What follows belongs to an exercise in optimizing a design on an open flow for small area and a short achievable clock period; a production flow would make more cautious choices. In this exercise RTL edits were held to simulation tests only and were not proved equivalent to the original. No activity file was given, so power comes from the tool's default toggle rates.

### flow/flow/run.sh
#!/bin/bash
# Standard synthesis, then the standard layout steps with the delay-buffer cells added to the
# platform's don't-use list, so that port buffering and timing repair use plain buffers.
set -euo pipefail
bash standard.sh synth > synth.log 2>&1
DONT_USE="sky130_fd_sc_hd__probe_p_8 sky130_fd_sc_hd__probec_p_8 sky130_fd_sc_hd__lpflow_bleeder_1 sky130_fd_sc_hd__lpflow_clkbufkapwr_1 sky130_fd_sc_hd__lpflow_clkbufkapwr_16 sky130_fd_sc_hd__lpflow_clkbufkapwr_2 sky130_fd_sc_hd__lpflow_clkbufkapwr_4 sky130_fd_sc_hd__lpflow_clkbufkapwr_8 sky130_fd_sc_hd__lpflow_clkinvkapwr_1 sky130_fd_sc_hd__lpflow_clkinvkapwr_16 sky130_fd_sc_hd__lpflow_clkinvkapwr_2 sky130_fd_sc_hd__lpflow_clkinvkapwr_4 sky130_fd_sc_hd__lpflow_clkinvkapwr_8 sky130_fd_sc_hd__lpflow_decapkapwr_12 sky130_fd_sc_hd__lpflow_decapkapwr_3 sky130_fd_sc_hd__lpflow_decapkapwr_4 sky130_fd_sc_hd__lpflow_decapkapwr_6 sky130_fd_sc_hd__lpflow_decapkapwr_8 sky130_fd_sc_hd__lpflow_inputiso0n_1 sky130_fd_sc_hd__lpflow_inputiso0p_1 sky130_fd_sc_hd__lpflow_inputiso1n_1 sky130_fd_sc_hd__lpflow_inputiso1p_1 sky130_fd_sc_hd__lpflow_inputisolatch_1 sky130_fd_sc_hd__lpflow_isobufsrc_1 sky130_fd_sc_hd__lpflow_isobufsrc_16 sky130_fd_sc_hd__lpflow_isobufsrc_2 sky130_fd_sc_hd__lpflow_isobufsrc_4 sky130_fd_sc_hd__lpflow_isobufsrc_8 sky130_fd_sc_hd__lpflow_isobufsrckapwr_16 sky130_fd_sc_hd__lpflow_lsbuf_lh_hl_isowell_tap_1 sky130_fd_sc_hd__lpflow_lsbuf_lh_hl_isowell_tap_2 sky130_fd_sc_hd__lpflow_lsbuf_lh_hl_isowell_tap_4 sky130_fd_sc_hd__lpflow_lsbuf_lh_isowell_4 sky130_fd_sc_hd__lpflow_lsbuf_lh_isowell_tap_1 sky130_fd_sc_hd__lpflow_lsbuf_lh_isowell_tap_2 sky130_fd_sc_hd__lpflow_lsbuf_lh_isowell_tap_4 sky130_fd_sc_hd__fill_1 sky130_fd_sc_hd__fill_2 sky130_fd_sc_hd__fill_4 sky130_fd_sc_hd__fill_8 "
DONT_USE="$DONT_USE sky130_fd_sc_hd__clkdlybuf4s15_1 sky130_fd_sc_hd__clkdlybuf4s15_2 sky130_fd_sc_hd__clkdlybuf4s18_1 sky130_fd_sc_hd__clkdlybuf4s18_2 sky130_fd_sc_hd__clkdlybuf4s25_1 sky130_fd_sc_hd__clkdlybuf4s25_2 sky130_fd_sc_hd__clkdlybuf4s50_1 sky130_fd_sc_hd__clkdlybuf4s50_2"
bash standard.sh "DONT_USE_CELLS=$DONT_USE" finish > layout.log 2>&1
### flow/standard.sh
#!/bin/bash
# synth_recipe.tcl (not shown) runs the flow's synth.tcl, then flattens the netlist and writes it again
# the make line also repeats each setting of config.mk as NAME=value (left out here)
make -C /OpenROAD-flow-scripts/flow DESIGN_CONFIG=/design/flow/config.mk WORK_HOME=/design/flow/orfs CLKGATE_MAP_FILE= SYNTH_SCRIPT=/design/flow/synth_recipe.tcl "${@:-finish}"
### flow/config.mk
export PLATFORM = sky130hd
export DESIGN_NAME = frame_writer
export DESIGN_NICKNAME = frame_writer
export VERILOG_FILES = /design/flow/design.v
export SDC_FILE = /design/flow/constraint.sdc
export NUM_CORES = 4
export LEC_CHECK = 0
export CAP_MARGIN = 20
export CORE_MARGIN = 2
export CORE_UTILIZATION = 50
export CTS_CLUSTER_DIAMETER = 80
export CTS_CLUSTER_SIZE = 22
export PLACE_DENSITY = 0.65
export SETUP_SLACK_MARGIN = 4.5
export SLEW_MARGIN = 20
export SYNTH_HIERARCHICAL = 1
export SYNTH_MINIMUM_KEEP_SIZE = 0
### flow/constraint.sdc
create_clock -name core_clock -period 10.0 [get_ports {clk}]
set_input_delay 2.0000 -clock core_clock [delete_from_list [all_inputs] [get_ports {clk}]]
set_output_delay 2.0000 -clock core_clock [all_outputs]
set_load 0.01 [all_outputs]
### flow/design.v
module frame_writer #(
  parameter int ROWS = 10,
  parameter int COLS = 20,
  parameter int DW   = 12,
  parameter int AW   = 10
)(
  input  logic          clk,
  input  logic          rst_n,
  input  logic          start,
  input  logic          in_valid,
  output logic          in_ready,
  input  logic [DW-1:0] in_data,
  input  logic [AW-1:0] rd_x,
  input  logic [AW-1:0] rd_y,
  output logic [DW-1:0] rd_data,
  output logic [AW-1:0] wr_x,
  output logic [AW-1:0] wr_y,
  output logic          busy,
  output logic          done
);
  localparam int XW = ROWS > 1 ? $clog2(ROWS) : 1;
  localparam int YW = COLS > 1 ? $clog2(COLS) : 1;
  logic          busy_q, done_q;
  logic [XW-1:0] x_q;
  logic [YW-1:0] y_q;
  logic          accept, last_col, last_row;
  assign busy     = busy_q;
  assign in_ready = busy_q;
  assign done     = done_q;
  assign wr_x     = AW'(x_q);
  assign wr_y     = AW'(y_q);
  assign accept   = in_valid && busy_q;
  assign last_col = y_q == YW'(COLS - 1);
  assign last_row = x_q == XW'(ROWS - 1);
  always_ff @(posedge clk or negedge rst_n)
    if (!rst_n) begin
      busy_q <= 1'b0;
      done_q <= 1'b0;
      x_q    <= '0;
      y_q    <= '0;
    end else begin
      done_q <= accept && last_col && last_row;
      if (busy_q) begin
        if (accept) begin
          if (last_col && last_row) busy_q <= 1'b0;
          y_q <= last_col ? '0 : y_q + 1'b1;
          if (last_col) x_q <= last_row ? '0 : x_q + 1'b1;
        end
      end else if (!done_q && start) begin
        busy_q <= 1'b1;
      end
    end
  logic [ROWS-1:0] wrow;
  logic [COLS-1:0] wcol;
  always_comb begin
    for (int x = 0; x < ROWS; x++) wrow[x] = accept && x_q == XW'(x);
    for (int y = 0; y < COLS; y++) wcol[y] = y_q == YW'(y);
  end
  logic [ROWS*COLS-1:0][DW-1:0] pix;
  for (genvar x = 0; x < ROWS; x++) begin : g_row
    for (genvar y = 0; y < COLS; y++) begin : g_col
      always_ff @(posedge clk)
        if (wrow[x] && wcol[y]) pix[x*COLS+y] <= in_data;
    end
  end
  logic [ROWS-1:0] rrow;
  logic [COLS-1:0] rcol;
  logic [ROWS*COLS-1:0] rsel;
  logic rd_ok;
  always_comb begin
    for (int x = 0; x < ROWS; x++) rrow[x] = rd_x[XW-1:0] == XW'(x);
    for (int y = 0; y < COLS; y++) rcol[y] = rd_y[YW-1:0] == YW'(y);
    for (int i = 0; i < ROWS*COLS; i++) rsel[i] = rrow[i / COLS] && rcol[i % COLS];
  end
  assign rd_ok = {1'b0, rd_x} < (AW+1)'(ROWS) && {1'b0, rd_y} < (AW+1)'(COLS);
  for (genvar b = 0; b < DW; b++) begin : g_bit
    logic [ROWS*COLS-1:0] col;
    for (genvar i = 0; i < ROWS*COLS; i++) begin : g_i
      assign col[i] = pix[i][b];
    end
    fw_andor u_sel (.d(col), .s(rsel), .ok(rd_ok), .y(rd_data[b]));
  end
endmodule
module fw_andor (
  input  logic [199:0] d,
  input  logic [199:0] s,
  input  logic         ok,
  output logic         y
);
  logic [24:0] l0;
  for (genvar g = 0; g < 25; g++) begin : g_leaf
    fw_or8 u (.d(d[8*g +: 8]), .s(s[8*g +: 8]), .y(l0[g]));
  end
  logic [8:0] l1;
  fw_nor3 u_l1_0 (.a(l0[0]), .b(l0[1]), .c(l0[2]), .y(l1[0]));
  fw_nor3 u_l1_1 (.a(l0[3]), .b(l0[4]), .c(l0[5]), .y(l1[1]));
  fw_nor3 u_l1_2 (.a(l0[6]), .b(l0[7]), .c(l0[8]), .y(l1[2]));
  fw_nor3 u_l1_3 (.a(l0[9]), .b(l0[10]), .c(l0[11]), .y(l1[3]));
  fw_nor3 u_l1_4 (.a(l0[12]), .b(l0[13]), .c(l0[14]), .y(l1[4]));
  fw_nor3 u_l1_5 (.a(l0[15]), .b(l0[16]), .c(l0[17]), .y(l1[5]));
  fw_nor3 u_l1_6 (.a(l0[18]), .b(l0[19]), .c(l0[20]), .y(l1[6]));
  fw_nor2 u_l1_7 (.a(l0[21]), .b(l0[22]), .y(l1[7]));
  fw_nor2 u_l1_8 (.a(l0[23]), .b(l0[24]), .y(l1[8]));
  logic [2:0] l2;
  fw_nand3 u_l2_0 (.a(l1[0]), .b(l1[1]), .c(l1[2]), .y(l2[0]));
  fw_nand3 u_l2_1 (.a(l1[3]), .b(l1[4]), .c(l1[5]), .y(l2[1]));
  fw_nand3 u_l2_2 (.a(l1[6]), .b(l1[7]), .c(l1[8]), .y(l2[2]));
  logic [0:0] l3;
  fw_nor3 u_l3_0 (.a(l2[0]), .b(l2[1]), .c(l2[2]), .y(l3[0]));
  logic ok_n;
  assign ok_n = ~ok;
  fw_nor2 u_out (.a(l3[0]), .b(ok_n), .y(y));
endmodule
module fw_or9 #(
  parameter int N = 9
)(
  input  logic [N-1:0] p,
  output logic         y
);
  logic [8:0] q;
  logic [2:0] n;
  assign q = 9'(p);
  for (genvar i = 0; i < 3; i++) begin : g_nor
    assign n[i] = ~|q[3*i +: 3];
  end
  assign y = ~&n;
endmodule
module fw_or_ok #(
  parameter int N = 25
)(
  input  logic [N-1:0] p,
  input  logic         ok,
  output logic         y
);
  assign y = ok & (|p);
endmodule
module fw_or8 (
  input  logic [7:0] d,
  input  logic [7:0] s,
  output logic       y
);
  logic [3:0] n;
  for (genvar i = 0; i < 4; i++) begin : g_pair
    assign n[i] = ~((d[2*i] & s[2*i]) | (d[2*i+1] & s[2*i+1]));
  end
  assign y = ~&n;
endmodule
module fw_aoi222 (input logic a, b, c, d, e, f, output logic y);
  assign y = ~((a & b) | (c & d) | (e & f));
endmodule
module fw_aoi22 (input logic a, b, c, d, output logic y);
  assign y = ~((a & b) | (c & d));
endmodule
module fw_inv (input logic a, output logic y);
  assign y = ~a;
endmodule
module fw_nand2 (input logic a, b, output logic y);
  assign y = ~(a & b);
endmodule
module fw_nand3 (input logic a, b, c, output logic y);
  assign y = ~(a & b & c);
endmodule
module fw_nand4 (input logic a, b, c, d, output logic y);
  assign y = ~(a & b & c & d);
endmodule
module fw_and2 (input logic a, b, output logic y);
  assign y = a & b;
endmodule
module fw_nor2 (input logic a, b, output logic y);
  assign y = ~(a | b);
endmodule
module fw_nor3 (input logic a, b, c, output logic y);
  assign y = ~(a | b | c);
endmodule
module fw_nor4 (input logic a, b, c, d, output logic y);
  assign y = ~(a | b | c | d);
endmodule
==> results.cfg, run 1 <==
[power_and_ir_drop]
power.leakage_uw = 0.0290
power.density_nw_per_um2 = 176
power.total_uw = 17600
worst_ir_drop_vdd_uv = 195

[setup_path]
cp_max_fo = 12
worstSetupStartpoint = rd_y[0]
r2r-start = y_q[0]
reg2regPathDepth = 6
required_ns = 8.00
critical_path.reg2reg.endpoint = pix[902]
crit_path_end_kind = output pin
setup.worst_path.class = primary input to output pin
critPathLaunchType = primary input
worstSetupEndpoint = rd_data[2]
reg2reg_setup_slack_ns = 6.17
arrival_ns = 4.61

[clocking]
cts_root_buffer = sky130_fd_sc_hd__clkbuf_16
ctsHtreeMaxLevel = 4
cts_inserted_buffers = 132
cts.sink_count = 2411
cts_hold_fix_bufs = 0
tritoncts = built
clk_pin_slew_worst_paths_ns = 0.09
buffer_levels_on_the_longest_clock_path = 3
clock_insertion_delay_worst_skew_ns = 0.82

[final_layout]
drive_gt1_share_pct = 18.9
layout.cells.most_common_list = 2400 x sky130_fd_sc_hd__edfxtp_1, 1076 x sky130_fd_sc_hd__a22oi_1, 303 x sky130_fd_sc_hd__nand4_1
nNetsFinal = 5156
layout_commonest_cell = sky130_fd_sc_hd__edfxtp_1
layout-area-overhead-vs-synth_pct = 14.2

[detailed_routing]
m1WireLength_mm = 93.5
route.final.wire_length_mm = 245
first_iter_violations = 7213
via_count = 49600
drtPass1Iterations = 8
route.top_layer_used = met5
avgViaCountPerCell = 6.63
dr_wl_met2_mm = 115
met3RoutedLength_mm = 24.5
drc = 0
avgRoutedWirePerCell_um = 32.8
drtAntennaViolNets = 0

[global_routing]
grt_overflow = 0
first_global_vias = 47400
grt_antenna_before_repair = 6
overall_fraction_of_global_route_tracks_in_use_pct = 27.2
first_pass_grt_wire_length_mm = 348
grt_start_max_net_pins = 98

[timing]
report.final.setup_viol = 0
worst_hold_slack_ns = 0.602
fin_worst_skew_ns = 0.0455
worst_slew_pin_slew_ns = 1.25
slew_headroom_pct = 15.8
rsz0062_at_grt = yes
final-max-slew-violation-count = 0
final_layout_setup_total_negative_slack_ns = 0
hold_viol_final = 0
max_freq_mhz = 151
min_period_over_period_pct = 66.1
fin_crit_ns = 6.61
final.setup.worst_slack_ns = 3.39

[min_path]
min-delay-path-class = flip-flop to flip-flop
hold-path-cell-count = 2

[yosys]
synthesis.area_um2 = 87200
async_reset_ff_share_pct = 0.456
synth_top_area_share_pct = 82.7
syn_area_per_cell_um2 = 18.6
combinational_family_with_the_most_area_after_synthesis = compound AO/OA/AOI/OAI gates
fraction_of_the_yosys_area_taken_by_sequential_cells_pct = 83.0
yosys_register_bits = 2411
yosys.area.top_type = sky130_fd_sc_hd__edfxtp_1
synth_top_flop_cell = sky130_fd_sc_hd__edfxtp_1
post_synth_and_or_nand_nor_area_fraction_pct = 6.07
netlist-cell-type-count = 44
synthTopCellsByArea = sky130_fd_sc_hd__edfxtp_1 83%, sky130_fd_sc_hd__a22oi_1 10%, sky130_fd_sc_hd__nand4_1 2.2%
synth-edff-count = 2400
post_synth_fa_ha_maj_area_fraction_pct = 0.0718
synth_cells = 4691
synth-xor-area-share_pct = 0.0301
post_synth_mux_area_share_pct = 0.0115
synth-compound-area-share_pct = 10.4
ys_warn_count = 7

[placed_design]
io_buffers = 59
hpwl_mm = 154
finalWeightedCongestion = 0.904
preCtsSetupSlack_ns = 1.82

[die]
site_row_count = 153
die_height_um = 422
design.core.area_um2 = 174000
fp.dieArea_um2 = 178000
number_of_top_level_pins = 71
floorplan.initialDensity_pct = 50.2
fp.dieW_um = 422

[job]
cap_violations = 0

[outcome]
status = finished clean
==> power by group <==
group	switching (µW)	total, µW	leakage (µW)	internal (µW)
Combinational	586	704	0.00545	118
Clock	3160	5730	0.00184	2570
Sequential	33.6	11100	0.0217	11100
==> metrics by stage <==
| step | std cells | utilization, % | area, µm² |
|---|---|---|---|
| final | 7482 | 57.4 | 99600 |
| after detailed placement | 7148 | 52.3 | 90800 |
| after global routing | 7482 | 57.4 | 99600 |
| after floorplan | 4701 | - | 87200 |
| after CTS | 7439 | 56.9 | 98700 |
| after global placement | 7143 | 52.2 | 90700 |
==> sequential cells by signal (all words and copies together) (netlist names) <==
name / count
x_q: 4
pix: 2400
y_q: 5
done_q: 1
busy_q: 1
==> per-module statistics from Yosys, one instance, submodules excluded <==
module / flops+latches / area, µm² / cells
fw_nor3: 0 / 10.0 / 1
frame_writer: 2411 / 75000 / 3011
fw_nand3: 0 / 5.00 / 1
fw_nor2: 0 / 3.75 / 1
fw_or8: 0 / 36.3 / 5
fw_andor: 0 / 3.75 / 1
==> layer usage <==
metal	GRT usage, %	vias up
met3	5.22	484
met1	37.6	25700
met2	42.4	2807
met4	12.0	4
met5	0	-
li1	-	20600
==> area by class of cell <==
cell class | instances | area (µm²)
inverters | 18 | 67.6
multi-input cells | 2217 | 18000
flip-flops and latches | 2411 | 72300
clock buffers | 147 | 3470
clock inverters | 22 | 299
well taps | 2325 | 2910
repair buffers | 335 | 2520
diodes | 7 | 17.5
fillers | 12800 | 74000
==> worst max-delay path, cell delays in order <==
cell	delay, ns
sky130_fd_sc_hd__buf_6	0.14
sky130_fd_sc_hd__nor3b_4	0.17
sky130_fd_sc_hd__buf_6	0.16
sky130_fd_sc_hd__nand2_8	0.10
sky130_fd_sc_hd__buf_1	0.18
sky130_fd_sc_hd__nor2_4	0.12
sky130_fd_sc_hd__a22oi_1	0.27
sky130_fd_sc_hd__nand4_1	0.31
sky130_fd_sc_hd__nor3_4	0.40
sky130_fd_sc_hd__nand3_4	0.20
sky130_fd_sc_hd__nor3_4	0.33
sky130_fd_sc_hd__nor2_1	0.07
sky130_fd_sc_hd__buf_1	0.13
==> how the worst min path moves through the flow <==
stage           start     end  slack [ns]
2_1_floorplan  x_q[0]  x_q[0]        0.59
3_3_place_gp   done_q  busy_q        0.57
3_5_place_dp   done_q  busy_q        0.59
4_1_cts        done_q  busy_q        0.61
5_1_grt        done_q  busy_q        0.63
6_report       done_q  busy_q        0.60
==> repair_timing <==
item                       4_1_cts  5_1_grt
cloned                           5        2
setup endpoints to repair       12       12
buffers inserted               117       28
gates resized for setup        756       90
pin swaps                      182       98
==> synthesized netlist by cell type (3+ instances only) <==
library cell               count
sky130_fd_sc_hd__nand4_1     303
sky130_fd_sc_hd__nor2b_1      17
sky130_fd_sc_hd__a22oi_1    1200
sky130_fd_sc_hd__nor2_2       10
sky130_fd_sc_hd__nor2_1      433
sky130_fd_sc_hd__nor4_1        3
sky130_fd_sc_hd__buf_2         8
sky130_fd_sc_hd__edfxtp_1   2400
sky130_fd_sc_hd__inv_1        17
sky130_fd_sc_hd__buf_4        12
sky130_fd_sc_hd__dfrtp_1      11
sky130_fd_sc_hd__ha_1          5
sky130_fd_sc_hd__nand2_1      41
sky130_fd_sc_hd__or4_1         3
sky130_fd_sc_hd__nor3_2       97
sky130_fd_sc_hd__nand3_1      51
sky130_fd_sc_hd__clkbuf_1     40
sky130_fd_sc_hd__nand2_2       4
sky130_fd_sc_hd__o21ai_0       5
==> cells by family (layout without fill, tap and decap cells) <==
logic type / Yosys count / count (layout)
flip-flops: 2411 / 2411
multiplexers: 1 / 1
other: 1 / 18
XOR/XNOR: 3 / 3
AND/OR/NAND/NOR: 979 / 986
adder cells (fa/ha/maj): 5 / 5
buffers and inverters: 80 / 522
AO/OA/AOI/OAI: 1211 / 1211
==> inputs of run 2 (changes only) <==
--- a/flow/config.mk
+++ b/flow/config.mk
@@ -9,7 +9,7 @@
 export CORE_MARGIN = 2
-export CORE_UTILIZATION = 50
+export CORE_UTILIZATION = 60
 export CTS_CLUSTER_DIAMETER = 80
 export CTS_CLUSTER_SIZE = 22
-export PLACE_DENSITY = 0.65
-export SETUP_SLACK_MARGIN = 4.5
+export PLACE_DENSITY = 0.72
+export SETUP_SLACK_MARGIN = 5
 export SLEW_MARGIN = 20
==> run 2 against run 1 <==
Effect of this change: still clean; critical path depth increased by 3; first-iteration DRC count increased by 12%; via count rose by 2.1%; clock skew shrank 0.016 ns; synthesized cell count did not move; clock power is 1% lower; setup slack got worse by 0.19 ns; die area down 17%.
==> results.cfg, run 2 <==
[detailed_routing]
avgRoutedWirePerCell_um = 35.6
route.final.wire_length_mm = 249
drtPass1Iterations = 6
drc = 0
drtAntennaViolNets = 0
first_iter_violations = 8082
via_count = 50600
avgViaCountPerCell = 7.24

[global_routing]
first_global_vias = 47400
overall_fraction_of_global_route_tracks_in_use_pct = 33.4
grt_start_max_net_pins = 127
grt_antenna_before_repair = 9
grt_overflow = 0
first_pass_grt_wire_length_mm = 346

[setup_path]
timing.critical_path.cells = buf_12, nor3b_4, buf_6, buf_6, nand3_4, buf_6, buf_12, buf_1, nor2_4, a22oi_1, nand4_1, nor2_1, nand3_2, nor3_4, nor2_1, buf_1
cpLargestDelayFamily = simple AND/OR/NAND/NOR gates
cp_max_fo = 12
worst_path_max_delay_cell = sky130_fd_sc_hd__nor3_4
worst_path_most_repeated_cell = sky130_fd_sc_hd__buf_6
critPathLaunchType = primary input
arrival_ns = 4.80
worstPathBufferInverterCount = 7
worstSetupStartpoint = rd_y[0]
r2r-start = y_q[0]
setup.worst_path.class = primary input to output pin
crit_path_end_kind = output pin
required_ns = 8.00
critPathMaxStageDelay_ns = 0.37

[power_and_ir_drop]
worst_ir_drop_vdd_uv = 187
power.combinational.fraction_pct = 4.3
power.density_nw_per_um2 = 178
internal-power_uw = 13800
sw_frac_of_total_pct = 21.4
power_switching_uw = 3760
power.total_uw = 17500
power.share.sequential_pct = 63.5
power.leakage_uw = 0.0287
power.clock.fraction_pct = 32.3

[clocking]
buffer_levels_on_the_longest_clock_path = 3
cts_root_buffer = sky130_fd_sc_hd__clkbuf_16
tritoncts = built
cts_inserted_buffers = 130
clk_pin_slew_worst_paths_ns = 0.08
clock_insertion_delay_worst_skew_ns = 0.81
cts_hold_fix_bufs = 0
cts.sink_count = 2411
ctsHtreeMaxLevel = 4

[timing]
max_freq_mhz = 147
min_period_over_period_pct = 68.0
final_layout_setup_total_negative_slack_ns = 0
fin_crit_ns = 6.80
rsz0062_at_grt = yes
final-max-slew-violation-count = 0
worst_slew_pin_slew_ns = 1.25
worst_hold_slack_ns = 0.618
hold_viol_final = 0
fin_worst_skew_ns = 0.0291
report.final.setup_viol = 0
slew_headroom_pct = 16.9

[yosys]
synth_top_flop_cell = sky130_fd_sc_hd__edfxtp_1
synth_most_common_cell = sky130_fd_sc_hd__edfxtp_1
ys_warn_count = 7
syn_area_per_cell_um2 = 18.6
synthTopCellsByArea = sky130_fd_sc_hd__edfxtp_1 83%, sky130_fd_sc_hd__a22oi_1 10%, sky130_fd_sc_hd__nand4_1 2.2%
async_reset_ff_share_pct = 0.456
synth_cells = 4691
fraction_of_the_yosys_area_taken_by_sequential_cells_pct = 83.0
synth-edff-count = 2400
netlist-cell-type-count = 44
yosys.area.top_type = sky130_fd_sc_hd__edfxtp_1
synthesis.area_um2 = 87200
yosys_register_bits = 2411
synthTopCellsByCount = 2400 x sky130_fd_sc_hd__edfxtp_1, 1200 x sky130_fd_sc_hd__a22oi_1, 433 x sky130_fd_sc_hd__nor2_1
synth_top_area_share_pct = 82.7

[die]
floorplan.initialDensity_pct = 60.5
fp.dieW_um = 385
number_of_top_level_pins = 71
site_row_count = 139
die_height_um = 385
design.core.area_um2 = 144000
fp.dieArea_um2 = 148000

[final_layout]
reg.largest.list = pix (2400), y_q (5), x_q (4)
layout-area-overhead-vs-synth_pct = 13.0
layout.cells.most_common_list = 2400 x sky130_fd_sc_hd__edfxtp_1, 1118 x sky130_fd_sc_hd__a22oi_1, 303 x sky130_fd_sc_hd__nand4_1
max_ffs_per_register = 2400
final_core_utilization_pct = 68.4
nNetsFinal = 5088
drive_gt1_share_pct = 17.8
layout_commonest_cell = sky130_fd_sc_hd__edfxtp_1
regMostFlops = pix

[min_path]
timing.hold.worst.start = done_q
min-delay-path-class = flip-flop to flip-flop

[outcome]
status = finished clean

[placed_design]
hpwl_mm = 151
finalWeightedCongestion = 0.986
io_buffers = 59

[job]
cap_violations = 0
==> run 2: changes by cell type in the layout (fill, tap and decap cells not counted), moves of 20 or more <==
cell | previous run | this run
sky130_fd_sc_hd__a22oi_1 | 1076 | 1118
sky130_fd_sc_hd__a22oi_2 | 124 | 82
sky130_fd_sc_hd__buf_1 | 124 | 96
sky130_fd_sc_hd__buf_2 | 49 | 29
sky130_fd_sc_hd__buf_4 | 50 | 30
==> run 2: path summary, 6_finish.rpt <==
check                        endpoint  slack (ns)  cells past startpoint
max                        rd_data[8]        3.20                     16
min                            busy_q        0.62                      2
max reg2reg                  pix[679]        6.10                      6
min reg2reg                    busy_q        0.62                      2
max in group asynchronous      x_q[0]        8.49                      1
min in group asynchronous      y_q[1]        1.15                      1
==> run 2: worst register-to-register path: stages (launching register included) <==
cell and delay [ns]:
sky130_fd_sc_hd__dfrtp_1 0.47, sky130_fd_sc_hd__inv_1 0.12, sky130_fd_sc_hd__ha_1 0.29, sky130_fd_sc_hd__nor2b_1 0.27, sky130_fd_sc_hd__nand2_1 0.74, sky130_fd_sc_hd__buf_1 0.65
sky130_fd_sc_hd__nor2_1 1.01
==> run 2: what timing repair did <==
action	CTS	global route
gates cloned	10	1
setup buffers	89	32
setup endpoints to repair	12	12
pin swaps	125	92
gates resized for setup	644	152
==> run 2: power by group through the flow <==
stage / clock, µW / combinational, µW / sequential, µW
2_1_floorplan: 0 / 144 / 11400
3_3_place_gp: 0 / 591 / 11400
3_5_place_dp: 0 / 604 / 11400
4_1_cts: 5660 / 682 / 11100
5_1_grt: 6000 / 747 / 11100
6_report: 5670 / 746 / 11100
==> run 2: layout make-up <==
cell class | count | area (µm²)
inverters | 18 | 67.6
flip-flops and latches | 2411 | 72300
multi-input cells | 2218 | 17700
fillers | 8904 | 45500
diodes | 7 | 17.5
clock inverters | 21 | 297
well taps | 1903 | 2380
repair buffers | 268 | 2240
clock buffers | 147 | 3440
==> run 2: cells by family after synthesis <==
family	after synthesis	synth area share, %
multiplexers	1	0.0115
AND/OR/NAND/NOR	979	6.07
buffers and inverters	80	0.429
XOR/XNOR	3	0.0301
AO/OA/AOI/OAI	1211	10.4
other	1	0.00430
adder cells (fa/ha/maj)	5	0.0718
flip-flops	2411	83.0
==> run 2: modules after synthesis (local to each module, per instance) <==
module        area [µm²]  copies in the design
fw_andor            3.75                    12
fw_nor3             10.0                    96
fw_or8              36.3                   300
fw_nor2             3.75                    36
fw_nand3            5.00                    36
frame_writer       75000                     1
==> run 2: layer usage <==
layer	vias to the layer above	wire length [µm]	GRT usage (%)
met5	-	81	0
met4	12	11400	13.5
met3	594	35000	10.7
met2	3733	113000	49.5
met1	25700	89500	46.4
li1	20500	-	-
==> run 2: metrics by stage <==
step	area, µm²	setup WS [ns]	cells
floorplan	87200	4.19	4701
global placement	90000	1.46	6679
detailed placement	90200	1.70	6684
CTS	97400	3.33	6951
global route	98500	3.22	6986
finish	98500	3.20	6993
==> inputs of run 3 (changes only) <==
--- a/flow/design.v
+++ b/flow/design.v
@@ -58,3 +58,3 @@
   end
-  logic [ROWS*COLS-1:0][DW-1:0] pix;
+  logic [ROWS*COLS-1:0][DW-1:0] pix_n;
   for (genvar x = 0; x < ROWS; x++) begin : g_row
@@ -62,3 +62,3 @@
       always_ff @(posedge clk)
-        if (wrow[x] && wcol[y]) pix[x*COLS+y] <= in_data;
+        if (wrow[x] && wcol[y]) pix_n[x*COLS+y] <= ~in_data;
     end
@@ -67,3 +67,3 @@
   logic [COLS-1:0] rcol;
-  logic [ROWS*COLS-1:0] rsel;
+  logic [ROWS*COLS-1:0] rsel_n;
   logic rd_ok;
@@ -72,3 +72,3 @@
     for (int y = 0; y < COLS; y++) rcol[y] = rd_y[YW-1:0] == YW'(y);
-    for (int i = 0; i < ROWS*COLS; i++) rsel[i] = rrow[i / COLS] && rcol[i % COLS];
+    for (int i = 0; i < ROWS*COLS; i++) rsel_n[i] = !(rrow[i / COLS] && rcol[i % COLS]);
   end
@@ -78,5 +78,5 @@
     for (genvar i = 0; i < ROWS*COLS; i++) begin : g_i
-      assign col[i] = pix[i][b];
+      assign col[i] = pix_n[i][b];
     end
-    fw_andor u_sel (.d(col), .s(rsel), .ok(rd_ok), .y(rd_data[b]));
+    fw_andor u_sel (.q(col), .sn(rsel_n), .ok(rd_ok), .y(rd_data[b]));
   end
@@ -84,4 +84,4 @@
 module fw_andor (
-  input  logic [199:0] d,
-  input  logic [199:0] s,
+  input  logic [199:0] q,
+  input  logic [199:0] sn,
   input  logic         ok,
@@ -89,25 +89,45 @@
 );
-  logic [24:0] l0;
-  for (genvar g = 0; g < 25; g++) begin : g_leaf
-    fw_or8 u (.d(d[8*g +: 8]), .s(s[8*g +: 8]), .y(l0[g]));
+  logic [49:0] l0;
+  for (genvar g = 0; g < 50; g++) begin : g_leaf
+    fw_nor4cell u (.q(q[4*g +: 4]), .sn(sn[4*g +: 4]), .y_n(l0[g]));
   end
-  logic [8:0] l1;
-  fw_nor3 u_l1_0 (.a(l0[0]), .b(l0[1]), .c(l0[2]), .y(l1[0]));
-  fw_nor3 u_l1_1 (.a(l0[3]), .b(l0[4]), .c(l0[5]), .y(l1[1]));
-  fw_nor3 u_l1_2 (.a(l0[6]), .b(l0[7]), .c(l0[8]), .y(l1[2]));
-  fw_nor3 u_l1_3 (.a(l0[9]), .b(l0[10]), .c(l0[11]), .y(l1[3]));
-  fw_nor3 u_l1_4 (.a(l0[12]), .b(l0[13]), .c(l0[14]), .y(l1[4]));
-  fw_nor3 u_l1_5 (.a(l0[15]), .b(l0[16]), .c(l0[17]), .y(l1[5]));
-  fw_nor3 u_l1_6 (.a(l0[18]), .b(l0[19]), .c(l0[20]), .y(l1[6]));
-  fw_nor2 u_l1_7 (.a(l0[21]), .b(l0[22]), .y(l1[7]));
-  fw_nor2 u_l1_8 (.a(l0[23]), .b(l0[24]), .y(l1[8]));
-  logic [2:0] l2;
-  fw_nand3 u_l2_0 (.a(l1[0]), .b(l1[1]), .c(l1[2]), .y(l2[0]));
-  fw_nand3 u_l2_1 (.a(l1[3]), .b(l1[4]), .c(l1[5]), .y(l2[1]));
-  fw_nand3 u_l2_2 (.a(l1[6]), .b(l1[7]), .c(l1[8]), .y(l2[2]));
-  logic [0:0] l3;
-  fw_nor3 u_l3_0 (.a(l2[0]), .b(l2[1]), .c(l2[2]), .y(l3[0]));
+  logic [12:0] l1;
+  fw_nand4 u_l1_0 (.a(l0[0]), .b(l0[1]), .c(l0[2]), .d(l0[3]), .y(l1[0]));
+  fw_nand4 u_l1_1 (.a(l0[4]), .b(l0[5]), .c(l0[6]), .d(l0[7]), .y(l1[1]));
+  fw_nand4 u_l1_2 (.a(l0[8]), .b(l0[9]), .c(l0[10]), .d(l0[11]), .y(l1[2]));
+  fw_nand4 u_l1_3 (.a(l0[12]), .b(l0[13]), .c(l0[14]), .d(l0[15]), .y(l1[3]));
+  fw_nand4 u_l1_4 (.a(l0[16]), .b(l0[17]), .c(l0[18]), .d(l0[19]), .y(l1[4]));
+  fw_nand4 u_l1_5 (.a(l0[20]), .b(l0[21]), .c(l0[22]), .d(l0[23]), .y(l1[5]));
+  fw_nand4 u_l1_6 (.a(l0[24]), .b(l0[25]), .c(l0[26]), .d(l0[27]), .y(l1[6]));
+  fw_nand4 u_l1_7 (.a(l0[28]), .b(l0[29]), .c(l0[30]), .d(l0[31]), .y(l1[7]));
+  fw_nand4 u_l1_8 (.a(l0[32]), .b(l0[33]), .c(l0[34]), .d(l0[35]), .y(l1[8]));
+  fw_nand4 u_l1_9 (.a(l0[36]), .b(l0[37]), .c(l0[38]), .d(l0[39]), .y(l1[9]));
+  fw_nand4 u_l1_10 (.a(l0[40]), .b(l0[41]), .c(l0[42]), .d(l0[43]), .y(l1[10]));
+  fw_nand3 u_l1_11 (.a(l0[44]), .b(l0[45]), .c(l0[46]), .y(l1[11]));
+  fw_nand3 u_l1_12 (.a(l0[47]), .b(l0[48]), .c(l0[49]), .y(l1[12]));
+  logic [4:0] l2;
+  fw_nor3 u_l2_0 (.a(l1[0]), .b(l1[1]), .c(l1[2]), .y(l2[0]));
+  fw_nor3 u_l2_1 (.a(l1[3]), .b(l1[4]), .c(l1[5]), .y(l2[1]));
+  fw_nor3 u_l2_2 (.a(l1[6]), .b(l1[7]), .c(l1[8]), .y(l2[2]));
+  fw_nor2 u_l2_3 (.a(l1[9]), .b(l1[10]), .y(l2[3]));
+  fw_nor2 u_l2_4 (.a(l1[11]), .b(l1[12]), .y(l2[4]));
+  logic [1:0] l3;
+  fw_nand3 u_l3_0 (.a(l2[0]), .b(l2[1]), .c(l2[2]), .y(l3[0]));
+  fw_nand2 u_l3_1 (.a(l2[3]), .b(l2[4]), .y(l3[1]));
+  logic [0:0] l4;
+  fw_nor2 u_l4_0 (.a(l3[0]), .b(l3[1]), .y(l4[0]));
   logic ok_n;
   assign ok_n = ~ok;
-  fw_nor2 u_out (.a(l3[0]), .b(ok_n), .y(y));
+  fw_nor2 u_out (.a(l4[0]), .b(ok_n), .y(y));
+endmodule
+module fw_nor4cell (
+  input  logic [3:0] q,
+  input  logic [3:0] sn,
+  output logic       y_n
+);
+  logic [1:0] t;
+  for (genvar i = 0; i < 2; i++) begin : g_pair
+    assign t[i] = ~((sn[2*i] | q[2*i]) & (sn[2*i+1] | q[2*i+1]));
+  end
+  assign y_n = ~|t;
 endmodule
--- a/flow/config.mk
+++ b/flow/config.mk
@@ -9,7 +9,7 @@
 export CORE_MARGIN = 2
-export CORE_UTILIZATION = 60
+export CORE_UTILIZATION = 50
 export CTS_CLUSTER_DIAMETER = 80
 export CTS_CLUSTER_SIZE = 22
-export PLACE_DENSITY = 0.72
-export SETUP_SLACK_MARGIN = 5
+export PLACE_DENSITY = 0.65
+export SETUP_SLACK_MARGIN = 4.5
 export SLEW_MARGIN = 20
==> run 3 against run 2 <==
Effect of this change: clock power about the same; power increased by 1.3%; non-clock buffer count up 40; largest power group unchanged; global-route usage is 5.5 points lower; wire length barely moved; largest cell class unchanged; sequential power hardly changed; core utilization shrank 11 points.
==> results.cfg, run 3 <==
[outcome]
status = finished clean

[yosys]
synth_top_flop_cell = sky130_fd_sc_hd__edfxtp_1
async_reset_ff_share_pct = 0.456
fraction_of_the_yosys_area_taken_by_sequential_cells_pct = 83.5
syn_area_per_cell_um2 = 17.0
synthesis.area_um2 = 86700
netlist-cell-type-count = 50
synth-edff-count = 2400
synthTopCellsByArea = sky130_fd_sc_hd__edfxtp_1 83%, sky130_fd_sc_hd__o22ai_1 8.7%, sky130_fd_sc_hd__nor2_1 3.7%
ys_warn_count = 7
synth_most_common_cell = sky130_fd_sc_hd__edfxtp_1
yosys_register_bits = 2411
synth_cells = 5098
yosys.area.top_type = sky130_fd_sc_hd__edfxtp_1
synthTopCellsByCount = 2400 x sky130_fd_sc_hd__edfxtp_1, 1200 x sky130_fd_sc_hd__o22ai_1, 855 x sky130_fd_sc_hd__nor2_1
synth_top_area_share_pct = 83.2

[final_layout]
nNetsFinal = 5535
final_core_utilization_pct = 57.4
drive_gt1_share_pct = 17.1
reg.largest.list = pix_n (2400), y_q (5), x_q (4)
layout_commonest_cell = sky130_fd_sc_hd__edfxtp_1
instances_no_fill = 7842
layout.cells.most_common_list = 2400 x sky130_fd_sc_hd__edfxtp_1, 1161 x sky130_fd_sc_hd__o22ai_1, 643 x sky130_fd_sc_hd__nor2_1
regMostFlops = pix_n
max_ffs_per_register = 2400
layout-area-overhead-vs-synth_pct = 13.9

[setup_path]
r2r-start = y_q[2]
crit_path_end_kind = output pin
critPathLaunchType = primary input
critical_path.reg2reg.endpoint = pix_n[1263]
reg2regPathDepth = 4
required_ns = 8.00
arrival_ns = 4.55
cp_max_fo = 20
reg2reg_setup_slack_ns = 6.00
setup.worst_path.class = primary input to output pin

[timing]
min_period_over_period_pct = 65.5
worst_slew_pin_slew_ns = 1.20
worst_hold_slack_ns = 0.574
report.final.setup_viol = 0
final-max-slew-violation-count = 0
hold_viol_final = 0
slew_headroom_pct = 19.8
fin_crit_ns = 6.55
final_layout_setup_total_negative_slack_ns = 0
rsz0062_at_grt = yes
fin_worst_skew_ns = 0.0543
max_freq_mhz = 153

[min_path]
timing.hold.worst.start = done_q
min-delay-path-class = flip-flop to flip-flop
min_to = busy_q
hold-path-cell-count = 2

[clocking]
tritoncts = built
cts.sink_count = 2411
cts_root_buffer = sky130_fd_sc_hd__clkbuf_16
buffer_levels_on_the_longest_clock_path = 3
ctsHtreeMaxLevel = 4
cts_inserted_buffers = 131
clock_insertion_delay_worst_skew_ns = 0.82
clk_pin_slew_worst_paths_ns = 0.09

[placed_design]
hpwl_mm = 147
finalWeightedCongestion = 0.964
dp.cells = 7476
io_buffers = 59

[global_routing]
overall_fraction_of_global_route_tracks_in_use_pct = 27.8
grt_start_max_net_pins = 146
first_pass_grt_wire_length_mm = 350
grt_overflow = 0
first_global_vias = 47900
grt_antenna_before_repair = 4

[detailed_routing]
first_iter_violations = 7636
drtPass1Iterations = 6
route.final.wire_length_mm = 249
drc = 0
via_count = 51200
drtAntennaViolNets = 0
avgViaCountPerCell = 6.53
avgRoutedWirePerCell_um = 31.7

[power_and_ir_drop]
worst_ir_drop_vdd_uv = 187
power.leakage_uw = 0.0307
power.density_nw_per_um2 = 180

[die]
number_of_top_level_pins = 71
design.core.area_um2 = 172000
site_row_count = 152
die_height_um = 420
fp.dieW_um = 420
floorplan.initialDensity_pct = 50.4
fp.dieArea_um2 = 177000

[job]
cap_violations = 0
==> run 3: changes by cell type after synthesis, moves of 10 or more <==
cell	change
sky130_fd_sc_hd__nand3_1	-10
sky130_fd_sc_hd__clkbuf_1	-16
sky130_fd_sc_hd__inv_1	+13
sky130_fd_sc_hd__nand2_1	+192
sky130_fd_sc_hd__nor3_2	-61
sky130_fd_sc_hd__buf_2	+15
sky130_fd_sc_hd__nor2_1	+422
sky130_fd_sc_hd__a22oi_1	-1200
sky130_fd_sc_hd__o22ai_1	+1200
sky130_fd_sc_hd__nand4_1	-170
==> run 3: worst max-delay path, stage by stage <==
cell,delay [ns]
sky130_fd_sc_hd__buf_12,0.10
sky130_fd_sc_hd__buf_1,0.24
sky130_fd_sc_hd__nor3_2,0.10
sky130_fd_sc_hd__buf_6,0.23
sky130_fd_sc_hd__nand2_4,0.26
sky130_fd_sc_hd__o22ai_1,0.11
sky130_fd_sc_hd__nor2_1,0.24
sky130_fd_sc_hd__nand4_1,0.26
sky130_fd_sc_hd__nor3_4,0.41
sky130_fd_sc_hd__nand3_4,0.17
sky130_fd_sc_hd__nor2_4,0.15
sky130_fd_sc_hd__nor2_1,0.06
sky130_fd_sc_hd__buf_2,0.13
==> run 3: final cells by class <==
cell class	count	area (µm²)
clock buffer	150	3480
fill	12800	73200
timing repair buffer	308	2410
multi-input combinational	2611	17200
clock inverter	19	240
sequential	2411	72300
inverter	31	210
antenna	2	5.00
tap	2310	2890
==> run 3: layer usage <==
metal | share of wire (%) | global-route usage, %
met2 | 47 | 42.8
met5 | 0.0040 | 0
met3 | 10 | 4.80
met1 | 38 | 39.2
met4 | 5.0 | 12.6
==> run 3: cell families (layout without fill, tap and decap cells) <==
family                   after synthesis  in the layout  share of synthesized area (%)
flip-flops                          2411           2411                           83.5
buffers and inverters                 94            508                          0.514
multiplexers                           2              2                         0.0245
AND/OR/NAND/NOR                     1372           1380                           7.14
adder cells (fa/ha/maj)                5              5                         0.0722
AO/OA/AOI/OAI                       1209           1209                           8.74
other                                  1             13                        0.00433
XOR/XNOR                               4              4                         0.0404
==> run 3: per-stage QoR <==
stage | cell area (µm²) | power [µW] | setup WS, ns
final | 98700 | 17800 | 3.45
after global routing | 98700 | 18100 | 3.49
after CTS | 97500 | 17700 | 3.61
after detailed placement | 90100 | 12200 | 1.76
after global placement | 90000 | 12200 | 1.75
after floorplan | 86800 | 11800 | 4.35
==> run 3: Yosys stat by module (local to each module, per instance) <==
module,copies in the design,flip-flops and latches,cell area [µm²],cells inside
frame_writer,1,2411,75300,3022
fw_andor,12,0,3.75,1
fw_nand2,12,0,3.75,1
fw_nand3,36,0,5.00,1
fw_nand4,132,0,6.26,1
fw_nor2,48,0,3.75,1
fw_nor3,36,0,10.0,1
fw_nor4cell,600,0,16.3,3
==> run 3: worst max-delay path by stage <==
stage	start	end	slack (ns)	cells after the start
2_1_floorplan	rd_y[4]	rd_data[0]	4.35	11
3_3_place_gp	rd_x[0]	rd_data[3]	1.75	13
3_5_place_dp	rd_x[0]	rd_data[3]	1.76	13
4_1_cts	rd_y[0]	rd_data[3]	3.61	14
5_1_grt	rd_y[0]	rd_data[3]	3.49	15
6_report	rd_x[3]	rd_data[9]	3.45	13
==> run 3: where the power goes <==
group	internal [µW]	switching, µW
Combinational	125	725
Clock	2510	3140
Sequential	11200	59.8
Total	13800	3930
==> run 3: timing repair <==
| item | in CTS | in global routing |
|---|---|---|
| pin swaps | 179 | 61 |
| cloned | 7 | 4 |
| endpoints found under the setup margin | 12 | 12 |
| hold buffers | 0 | 0 |
| buffers inserted | 114 | 64 |
| gates resized for setup | 669 | 105 |
==> inputs of run 4 (changes only) <==
--- a/flow/config.mk
+++ b/flow/config.mk
@@ -12,3 +12,3 @@
 export CTS_CLUSTER_SIZE = 22
-export PLACE_DENSITY = 0.65
+export PLACE_DENSITY = 0.78
 export SETUP_SLACK_MARGIN = 4.5
==> run 4 against run 3 <==
Effect of this change: global-route usage down 0.62 points; critical path type unchanged; setup slack got worse by 0.18 ns; largest power group unchanged; first-iteration DRC count up 19%.
==> results.cfg, run 4 <==
[setup_path]
worst_path_most_repeated_cell = sky130_fd_sc_hd__nor2_1
timing.critical_path.cells = buf_12, or2_4, buf_6, nor3_4, buf_4, nand2_1, o22ai_1, nor2_1, nand4_1, nor2_1, nand2_1, nor2_2, nor2_1, buf_1
cpLargestDelayFamily = simple AND/OR/NAND/NOR gates
cp_max_fo = 12
worstPathBufferInverterCount = 4
critPathLaunchType = primary input
critPathMaxStageDelay_ns = 0.42
required_ns = 8.00
crit_path_end_kind = output pin
setup.worst_path.class = primary input to output pin
worst_path_max_delay_cell = sky130_fd_sc_hd__nand2_1
arrival_ns = 4.73

[job]
cap_violations = 0

[placed_design]
hpwl_mm = 142
io_buffers = 59
finalWeightedCongestion = 0.958
detailed_place.area_um2 = 90000

[power_and_ir_drop]
power.share.sequential_pct = 64.7
power.density_nw_per_um2 = 178
worst_ir_drop_vdd_uv = 179
power.leakage_uw = 0.0303
power_switching_uw = 3830
power.combinational.fraction_pct = 5.0
power.clock.fraction_pct = 30.3
internal-power_uw = 13600
sw_frac_of_total_pct = 22.0

[die]
number_of_top_level_pins = 71
design.core.area_um2 = 172000
fp.dieArea_um2 = 177000
site_row_count = 152
fp.dieW_um = 420
floorplan.initialDensity_pct = 50.4
die_height_um = 420

[final_layout]
drive_gt1_share_pct = 14.8
final_cell_area_um2 = 97700
layout-area-overhead-vs-synth_pct = 12.7
layout.cells.most_common_list = 2400 x sky130_fd_sc_hd__edfxtp_1, 1189 x sky130_fd_sc_hd__o22ai_1, 700 x sky130_fd_sc_hd__nor2_1
reg.largest.list = pix_n (2400), y_q (5), x_q (4)
regMostFlops = pix_n
final.fill_count = 12200
max_ffs_per_register = 2400
nNetsFinal = 5511
layout_commonest_cell = sky130_fd_sc_hd__edfxtp_1

[clocking]
clk_pin_slew_worst_paths_ns = 0.09
buffer_levels_on_the_longest_clock_path = 3
cts_inserted_buffers = 121
cts_root_buffer = sky130_fd_sc_hd__clkbuf_16
tritoncts = built
cts.sink_count = 2411
ctsHtreeMaxLevel = 3
cts_hold_fix_bufs = 0
clock_insertion_delay_worst_skew_ns = 0.82

[global_routing]
overall_fraction_of_global_route_tracks_in_use_pct = 27.2
grt_overflow = 0
first_pass_grt_wire_length_mm = 345
grt_antenna_before_repair = 3
first_global_vias = 49300
grt_start_max_net_pins = 157

[timing]
rsz0062_at_grt = yes
hold_viol_final = 0
max_freq_mhz = 149
final_layout_setup_total_negative_slack_ns = 0
worst_hold_slack_ns = 0.580
worst_slew_pin_slew_ns = 1.25
fin_crit_ns = 6.73
fin_worst_skew_ns = 0.0892
min_period_over_period_pct = 67.3
report.final.setup_viol = 0
final-max-slew-violation-count = 0
slew_headroom_pct = 16.8

[detailed_routing]
first_iter_violations = 9119
drtAntennaViolNets = 0
via_count = 52600
drc = 0
avgRoutedWirePerCell_um = 31.6
avgViaCountPerCell = 6.74
drtPass1Iterations = 8
route.final.wire_length_mm = 246

[yosys]
synth-edff-count = 2400
netlist-cell-type-count = 50
ys_warn_count = 7
yosys_register_bits = 2411
combinational_family_with_the_most_area_after_synthesis = compound AO/OA/AOI/OAI gates
synth_top_flop_cell = sky130_fd_sc_hd__edfxtp_1
synth_top_area_share_pct = 83.2
fraction_of_the_yosys_area_taken_by_sequential_cells_pct = 83.5
synthTopCellsByArea = sky130_fd_sc_hd__edfxtp_1 83%, sky130_fd_sc_hd__o22ai_1 8.7%, sky130_fd_sc_hd__nor2_1 3.7%
synth-xor-area-share_pct = 0.0404
post_synth_fa_ha_maj_area_fraction_pct = 0.0722
post_synth_and_or_nand_nor_area_fraction_pct = 7.14
post_synth_mux_area_share_pct = 0.0245
synth-compound-area-share_pct = 8.74
syn_area_per_cell_um2 = 17.0
async_reset_ff_share_pct = 0.456
synth_cells = 5098
synthesis.area_um2 = 86700
synth_most_common_cell = sky130_fd_sc_hd__edfxtp_1
synthTopCellsByCount = 2400 x sky130_fd_sc_hd__edfxtp_1, 1200 x sky130_fd_sc_hd__o22ai_1, 855 x sky130_fd_sc_hd__nor2_1
yosys.area.top_type = sky130_fd_sc_hd__edfxtp_1

[min_path]
min-delay-path-class = flip-flop to flip-flop

[outcome]
status = finished clean
## run 4: worst min-delay path, stage by stage (launching register included)
cell and delay, ns:
sky130_fd_sc_hd__dfrtp_1 0.38, sky130_fd_sc_hd__nand2b_1 0.11, sky130_fd_sc_hd__mux2i_1 0.06
## run 4: power groups by stage
stage	Clock, µW	Sequential, µW	Combinational [µW]
2_1_floorplan	0	11500	309
3_3_place_gp	0	11500	706
3_5_place_dp	0	11500	725
4_1_cts	5240	11300	798
5_1_grt	5580	11300	866
6_report	5290	11300	870
## run 4: final timing paths
path | end | start | cells after the start | slack, ns
max in group asynchronous | x_q[2] | rst_n | 1 | 8.26
worst min-delay path | busy_q | done_q | 2 | 0.58
worst max-delay path | rd_data[4] | rd_y[4] | 14 | 3.27
worst max register to register | pix_n[798] | y_q[2] | 4 | 6.21
min in group asynchronous | x_q[1] | rst_n | 1 | 1.24
worst min register to register | busy_q | done_q | 2 | 0.58
## run 4: final cells by class
| class | count | area [µm²] | share of cell area (%) |
|---|---|---|---|
| Timing Repair Buffer | 287 | 2290 | 2.35 |
| Antenna cell | 3 | 7.51 | 0.00769 |
| Sequential cell | 2411 | 72300 | 74.1 |
| Inverter | 31 | 210 | 0.215 |
| Clock inverter | 12 | 203 | 0.208 |
| Tap cell | 2310 | 2890 | 2.96 |
| Multi-Input combinational cell | 2618 | 16600 | 17.0 |
| Clock buffer | 139 | 3140 | 3.21 |
## run 4: modules after synthesis (local to each module, per instance), a selection
module	flops+latches	times used	cell area, µm²	cells
fw_nor4cell	0	600	16.3	3
fw_nand4	0	132	6.26	1
fw_andor	0	12	3.75	1
fw_nor2	0	48	3.75	1
frame_writer	2411	1	75300	3022
fw_nand3	0	36	5.00	1
fw_nor3	0	36	10.0	1
## run 4: logic make-up (layout without fill, tap and decap cells)
logic type,Yosys count,in the layout
flip-flops,2411,2411
multiplexers,2,2
adder cells (fa/ha/maj),5,5
other,1,14
AND/OR/NAND/NOR,1372,1387
buffers and inverters,94,469
XOR/XNOR,4,4
AO/OA/AOI/OAI,1209,1209
## run 4: per-stage QoR
step                      total power, µW  setup WS (ns)  instances  util (%)
after global placement              12200           1.60       7454      52.3
after floorplan                     11800           4.35       5108         -
after CTS                           17300           3.58       7762      56.3
after detailed placement            12200           1.70       7454      52.3
final                               17400           3.27       7811      56.8
after global routing                17700           3.34       7810      56.8
## run 4: timing repair
| item | in CTS | in global routing |
|---|---|---|
| resized for setup | 569 | 99 |
| cloned | 14 | 4 |
| endpoints found under the setup margin | 12 | 12 |
| pin swaps | 160 | 81 |
| buffers inserted | 143 | 36 |
## run 4: per-layer routing
metal	global-route usage, %	up-vias	part of all wire, %
met4	16.6	0	7.4
met3	6.69	772	14
met1	35.7	26200	34
met2	41.2	4274	45
met5	0	-	0
li1	-	21400	-
==> inputs of run 5 (changes only) <==
--- a/flow/config.mk
+++ b/flow/config.mk
@@ -9,6 +9,6 @@
 export CORE_MARGIN = 2
-export CORE_UTILIZATION = 50
+export CORE_UTILIZATION = 55
 export CTS_CLUSTER_DIAMETER = 80
 export CTS_CLUSTER_SIZE = 22
-export PLACE_DENSITY = 0.78
+export PLACE_DENSITY = 0.68
 export SETUP_SLACK_MARGIN = 4.5
==> run 5 against run 4 <==
Effect of this change: power rose by 0.19%; wire length rose by 1.0%; synthesized cell count did not move; sequential power barely moved; die area fell by 9.0%; register-to-register slack got worse by 0.13 ns; sequential cell count did not move; largest cell class unchanged.
==> results.cfg, run 5 <==
[die]
site_row_count = 145
number_of_top_level_pins = 71
fp.dieW_um = 401
design.core.area_um2 = 156000
die_height_um = 401
floorplan.initialDensity_pct = 55.4
fp.dieArea_um2 = 161000

[setup_path]
critPathLaunchType = primary input
setup.worst_path.class = primary input to output pin
crit_path_end_kind = output pin
reg2reg_setup_slack_ns = 6.08
arrival_ns = 4.69
worstSetupStartpoint = rd_y[4]
reg2regPathDepth = 4
required_ns = 8.00
critical_path.reg2reg.endpoint = pix_n[2001]
r2r-start = y_q[2]
cp_max_fo = 7

[power_and_ir_drop]
power.total_uw = 17500
worst_ir_drop_vdd_uv = 158
power.density_nw_per_um2 = 178
power.leakage_uw = 0.0305

[yosys]
yosys.area.top_type = sky130_fd_sc_hd__edfxtp_1
synth-edff-count = 2400
synth_top_flop_cell = sky130_fd_sc_hd__edfxtp_1
fraction_of_the_yosys_area_taken_by_sequential_cells_pct = 83.5
syn_area_per_cell_um2 = 17.0
synth_top_area_share_pct = 83.2
yosys_register_bits = 2411
ys_warn_count = 7
netlist-cell-type-count = 50
synthTopCellsByArea = sky130_fd_sc_hd__edfxtp_1 83%, sky130_fd_sc_hd__o22ai_1 8.7%, sky130_fd_sc_hd__nor2_1 3.7%
synthTopCellsByCount = 2400 x sky130_fd_sc_hd__edfxtp_1, 1200 x sky130_fd_sc_hd__o22ai_1, 855 x sky130_fd_sc_hd__nor2_1
synth_most_common_cell = sky130_fd_sc_hd__edfxtp_1
synth_cells = 5098
async_reset_ff_share_pct = 0.456
synthesis.area_um2 = 86700

[clocking]
cts_inserted_buffers = 120
cts_root_buffer = sky130_fd_sc_hd__clkbuf_16
cts.sink_count = 2411
clk_pin_slew_worst_paths_ns = 0.09
cts_hold_fix_bufs = 0
clock_insertion_delay_worst_skew_ns = 0.82
buffer_levels_on_the_longest_clock_path = 3
ctsHtreeMaxLevel = 3
tritoncts = built

[timing]
fin_crit_ns = 6.69
final_layout_setup_total_negative_slack_ns = 0
hold_viol_final = 0
worst_slew_pin_slew_ns = 1.22
slew_headroom_pct = 18.7
fin_worst_skew_ns = 0.0657
max_freq_mhz = 149
report.final.setup_viol = 0
final.setup.worst_slack_ns = 3.31
rsz0062_at_grt = yes
min_period_over_period_pct = 66.9
final-max-slew-violation-count = 0

[placed_design]
preCtsSetupSlack_ns = 1.96
finalWeightedCongestion = 0.920
io_buffers = 59
detailed_place.area_um2 = 89800
dp.cells = 7219
hpwl_mm = 145

[global_routing]
grt_antenna_before_repair = 9
grt_overflow = 0
first_pass_grt_wire_length_mm = 349
grt_start_max_net_pins = 156
overall_fraction_of_global_route_tracks_in_use_pct = 30.4
first_global_vias = 47800

[detailed_routing]
drc = 0
drtAntennaViolNets = 0
avgViaCountPerCell = 6.81
via_count = 51900
route.final.wire_length_mm = 249
drtPass1Iterations = 6
avgRoutedWirePerCell_um = 32.7
first_iter_violations = 8950

[final_layout]
final.fill_count = 10800
layout.cells.most_common_list = 2400 x sky130_fd_sc_hd__edfxtp_1, 1171 x sky130_fd_sc_hd__o22ai_1, 665 x sky130_fd_sc_hd__nor2_1
regMostFlops = pix_n
max_ffs_per_register = 2400
layout_commonest_cell = sky130_fd_sc_hd__edfxtp_1
reg.largest.list = pix_n (2400), y_q (5), x_q (4)
nNetsFinal = 5570
final_cell_area_um2 = 98100
instances_no_fill = 7617
drive_gt1_share_pct = 16.5
layout-area-overhead-vs-synth_pct = 13.2

[min_path]
min_to = busy_q
min-delay-path-class = flip-flop to flip-flop
timing.hold.worst.start = done_q
hold-path-cell-count = 2

[job]
cap_violations = 0

[outcome]
status = finished clean
[run 5: cell counts after synthesis]
No cell type changed its count.
[run 5: worst max-delay path, cell delays in order]
cell and delay [ns]:
sky130_fd_sc_hd__buf_8 0.09, sky130_fd_sc_hd__or2_4 0.15, sky130_fd_sc_hd__buf_6 0.11, sky130_fd_sc_hd__buf_6 0.11
sky130_fd_sc_hd__nor3_4 0.04, sky130_fd_sc_hd__buf_6 0.15, sky130_fd_sc_hd__buf_16 0.18, sky130_fd_sc_hd__nand2_8 0.12
sky130_fd_sc_hd__o22ai_1 0.09, sky130_fd_sc_hd__nor2_1 0.22, sky130_fd_sc_hd__nand4_1 0.25, sky130_fd_sc_hd__nor3_4 0.51
sky130_fd_sc_hd__nand3_2 0.19, sky130_fd_sc_hd__nor2_4 0.23, sky130_fd_sc_hd__nor2_1 0.08, sky130_fd_sc_hd__buf_2 0.14
[run 5: repair_timing]
action / CTS / global route
gates cloned: 17 / 1
endpoints found under the setup margin: 12 / 12
endpoints found under the hold margin: 0 / 0
pin swaps: 213 / 87
buffers inserted: 185 / 32
resized for setup: 667 / 89
[run 5: stage by stage]
stage / util (%) / hold slack, ns
final: 62.7 / 0.598
after global routing: 62.7 / 0.618
after CTS: 62.2 / 0.604
after detailed placement: 57.4 / 0.579
after global placement: 57.3 / 0.533
after floorplan: - / 0.571
[run 5: layer usage]
metal | share of wire, % | vias to the layer above | track usage [%] | wire length [µm]
li1 | - | 21500 | - | -
met5 | 0.0088 | - | 0 | 22
met2 | 45 | 3587 | 44.7 | 111000
met4 | 4.5 | 4 | 12.2 | 11300
met3 | 13 | 505 | 7.80 | 33200
met1 | 37 | 26300 | 43.8 | 93100
[run 5: worst max path at each step]
stage	endpoint	slack [ns]	cells past startpoint
floorplan	rd_data[0]	4.35	11
global placement	rd_data[0]	1.86	12
detailed placement	rd_data[8]	1.96	13
CTS	rd_data[10]	3.50	16
global route	rd_data[0]	3.37	16
finish	rd_data[0]	3.31	16
[run 5: area by class of cell]
type | instances | area [µm²] | share of cell area [%]
sequential | 2411 | 72300 | 73.8
multi-input combinational | 2620 | 16700 | 17.0
clock buffer | 132 | 3090 | 3.15
timing repair buffer | 345 | 2970 | 3.02
tap | 2058 | 2570 | 2.63
inverter | 31 | 210 | 0.214
clock inverter | 12 | 195 | 0.199
antenna | 8 | 20.0 | 0.0204
[run 5: logic make-up (layout without fill, tap and decap cells)]
logic type,count (synthesis),after routing,share of synthesized area (%)
compound gates,1209,1209,8.74
xor+xnor,4,4,0.0404
fa+ha+maj,5,5,0.0722
buf+inv,94,520,0.514
flops,2411,2411,83.5
mux,2,2,0.0245
other cells,1,19,0.00433
simple gates,1372,1389,7.14
[run 5: Yosys stat by module (local to each module, per instance), a selection]
module        flops+latches  area [µm²]  cells  times used
fw_nand4                  0        6.26      1         132
fw_nand3                  0        5.00      1          36
fw_nor2                   0        3.75      1          48
frame_writer           2411       75300   3022           1
fw_nand2                  0        3.75      1          12
fw_nor3                   0        10.0      1          36
fw_nor4cell               0        16.3      3         600
[run 5: power breakdown]
| group | total, µW | internal [µW] | switching, µW |
|---|---|---|---|
| clock network | 5310 | 2270 | 3040 |
| logic | 875 | 136 | 739 |
| registers | 11300 | 11200 | 64.3 |
| total | 17500 | 13600 | 3840 |

## separate check: timing with driven ports
In the flow no input, the clock included, has a driving cell. The finished layouts below were timed again as built, in two steps.
Step 1, drivers: a clkbuf_16 drives clk and a buf_2 each remaining input, both assumed.
Step 2 adds t to the input delays and takes it off the output delays; t is the mean of the earliest and latest rising clock arrival at the registers after step 1. Input paths then give back, and output paths get back, about the clock's delay inside the block.
Slacks: no drivers / after step 1 / after step 2; pairs: no drivers / after step 1.
run | t, ns | setup WS [ns] | worst setup path after step 2
run 1 | 0.887 | 3.386 / 3.318 / 3.318 | input to output
run 2 | 0.891 | 3.199 / 3.144 / 3.144 | input to output
run 3 | 0.871 | 3.450 / 3.369 / 3.369 | input to output
run 4 | 0.870 | 3.273 / 3.219 / 3.219 | input to output
run 5 | 0.865 | 3.310 / 3.250 / 3.250 | input to output
After both steps every run listed still meets setup and hold. For run 3, which loses most, drivers alone change the setup slack by -0.081 ns; drivers and shift together by -0.081 ns.
